Source: an optimization exercise on an open RTL-to-GDS flow (aim: small area). Production flows keep margins and buffers that such runs may drop.
In this exercise RTL edits were held to simulation tests only and were not proved equivalent to the original.
No activity file was given, so power comes from the tool's default toggle rates.

## io_memory_bridge
module io_memory_bridge (
    input  logic                             clock,
    input  logic                             reset,
    input  logic [iomem_pkg::ADDR_W-1:0]     wb_adr_i,
    input  logic [3:0]                       wb_sel_i,
    input  logic                             wb_we_i,
    input  logic                             wb_cyc_i,
    input  logic                             wb_stb_i,
    input  logic [iomem_pkg::DATA_W-1:0]     wb_dat_i,
    output logic                             wb_ack_o,
    output logic [iomem_pkg::DATA_W-1:0]     wb_dat_o,
    output logic [iomem_pkg::ADDR_W-1:0]     mem_addr_o,
    output logic [iomem_pkg::DATA_W-1:0]     mem_data_o,
    output logic [iomem_pkg::NUM_BANKS-1:0]  mem_we_o,
    output logic                             mem_gl_en_o,
    input  logic [iomem_pkg::DATA_W-1:0]     mem_rdata_i,
    input  logic [iomem_pkg::HALF_W-1:0]     arq_n_i,
    output logic [iomem_pkg::HALF_W-1:0]     tx_len_o,
    output logic [iomem_pkg::HALF_W-1:0]     total_packets_o
);
Size: roughly 1,300 cells after synthesis, about 260 I/O pins, about 11,000 sq um of cells after synthesis.
clock: 7.5 ns
lec_check: 0
cap_margin: 20
core_margin: 2
core_utilization: 40
gpl_timing_driven: 0
slew_margin: 20
synth_hierarchical: 1
standard.sh (not shown) runs the stock make flow with config.mk's settings and CLKGATE_MAP_FILE= SYNTH_SCRIPT=/design/flow/synth_recipe.tcl, a recipe that flattens the netlist after the stock synthesis.
==> flow/flow/run.sh <==
#!/bin/bash
# The standard layout, with the port buffers made from the smallest buffer
# cell and a clock tree without dummy loads. ORFS writes each step's log
# under orfs/logs; make's own output goes to make.log.
set -euo pipefail
bash standard.sh "BUFFER_PORTS_ARGS=-buffer_cell sky130_fd_sc_hd__buf_1" \
    "CTS_ARGS=-sink_clustering_enable -repair_clock_nets -dont_use_dummy_load -buf_list {sky130_fd_sc_hd__clkbuf_4 sky130_fd_sc_hd__clkbuf_8}" \
    finish > make.log 2>&1
The first run completed with no timing, DRC or antenna violations.
Then changed:
--- a/flow/flow/run.sh
+++ b/flow/flow/run.sh
@@ -6,3 +6,3 @@
 bash standard.sh "BUFFER_PORTS_ARGS=-buffer_cell sky130_fd_sc_hd__buf_1" \
-    "CTS_ARGS=-sink_clustering_enable -repair_clock_nets -dont_use_dummy_load -buf_list {sky130_fd_sc_hd__clkbuf_4 sky130_fd_sc_hd__clkbuf_8}" \
+    "CTS_ARGS=-sink_clustering_enable -repair_clock_nets -dont_use_dummy_load -root_buf sky130_fd_sc_hd__clkbuf_8 -buf_list sky130_fd_sc_hd__clkbuf_4" \
     finish > make.log 2>&1
--- a/flow/config.mk
+++ b/flow/config.mk
@@ -11,2 +11,3 @@
 export GPL_TIMING_DRIVEN = 0
+export PLACE_DENSITY = 0.8
 export SLEW_MARGIN = 20
Effect: Fmax came out lower by 1.2%. First-iteration DRC count came out higher by 3.3%. Clock skew came out higher by 0.0093 ns. Count of clock-buffer cells in the layout does not change. Wire length drops by 2.3%. Die area is unchanged. Flip-flop and latch count is unchanged. Register-to-register slack is worse by 0.07 ns.

* * *

io_memory_bridge again, from the RTL that the note above started with.
clock: 7.5 ns
lec_check: 0
cap_margin: 0
core_margin: 2
core_utilization: 40
gpl_timing_driven: 0
slew_margin: 0
synth_hierarchical: 1
==> flow/flow/run.sh <==
#!/bin/bash
# The standard layout, with the port buffers made from the smallest buffer
# cell and a clock tree without dummy loads. ORFS writes each step's log
# under orfs/logs; make's own output goes to make.log.
set -euo pipefail
bash standard.sh "BUFFER_PORTS_ARGS=-buffer_cell sky130_fd_sc_hd__buf_1" \
    "CTS_ARGS=-sink_clustering_enable -repair_clock_nets -dont_use_dummy_load -buf_list sky130_fd_sc_hd__clkbuf_8" \
    finish > make.log 2>&1
Next try:
--- a/flow/flow/run.sh
+++ b/flow/flow/run.sh
@@ -5,4 +5,4 @@
 set -euo pipefail
 bash standard.sh "BUFFER_PORTS_ARGS=-buffer_cell sky130_fd_sc_hd__buf_1" \
-    "CTS_ARGS=-sink_clustering_enable -repair_clock_nets -dont_use_dummy_load -buf_list sky130_fd_sc_hd__clkbuf_8" \
+    "CTS_ARGS=-sink_clustering_enable -repair_clock_nets -dont_use_dummy_load -buf_list sky130_fd_sc_hd__clkbuf_16 -sink_clustering_size 60 -sink_clustering_max_diameter 300 -sink_clustering_levels 1" \
     finish > make.log 2>&1
--- a/flow/config.mk
+++ b/flow/config.mk
@@ -6,8 +6,8 @@
 export NUM_CORES = 4
 export LEC_CHECK = 0
-export CAP_MARGIN = 0
+export CAP_MARGIN = 20
 export CORE_MARGIN = 2
 export CORE_UTILIZATION = 40
 export GPL_TIMING_DRIVEN = 0
-export SLEW_MARGIN = 0
+export SLEW_MARGIN = 20
 export SYNTH_HIERARCHICAL = 1
After rerunning: Combinational power is about the same; count of clock-buffer cells in the layout stays the same; non-clock buffer count does not change; cell area rises by 1.4%; final cell count is about the same; sequential power hardly moves; power goes up by 16%; wire length rises by 0.36%; die area stays the same; global-route usage increases by 0.12 points.

[separate check: timing with driven ports]
Ports are ideal in the flow. The routed layouts listed here were re-timed in OpenROAD. Step 1 assumes that a clkbuf_16 drives the clock port and a buf_2 every other input. Step 2 adds t to the input delays and takes it off the output delays; t is the mean of the earliest and latest rising clock arrival at the registers after step 1. Input paths then give back, and output paths get back, about the clock's delay inside the block. a / b / c = ideal / step 1 / step 2; a / b = the first two.
| run | shift t [ns] | setup slack, ns | hold WS [ns] | latest minus earliest clock arrival (ns) | worst slew at a driven data input, ns |
|---|---|---|---|---|---|
| the first run of note 1 | 0.468 | 0.473 / 0.434 / 0.043 | 0.475 / 0.475 / 0.475 | 0.036 / 0.036 | 0.08 |
| the second run of note 1 | 0.454 | 0.386 / 0.363 / -0.043 | 0.508 / 0.508 / 0.508 | 0.037 / 0.037 | 0.06 |
| the first run of note 2 | 0.474 | 0.478 / 0.488 / 0.021 | 0.477 / 0.477 / 0.477 | 0.036 / 0.037 | 0.09 |
| the second run of note 2 | 0.455 | 0.394 / 0.346 / 0.054 | 0.476 / 0.476 / 0.476 | 0.023 / 0.023 | 0.08 |
With both steps, setup timing fails in the second run of note 1, where it was met with ideal ports. The setup slack of the first run of note 2, which loses most, moves by +0.010 ns with the drivers and by -0.457 ns with both steps.
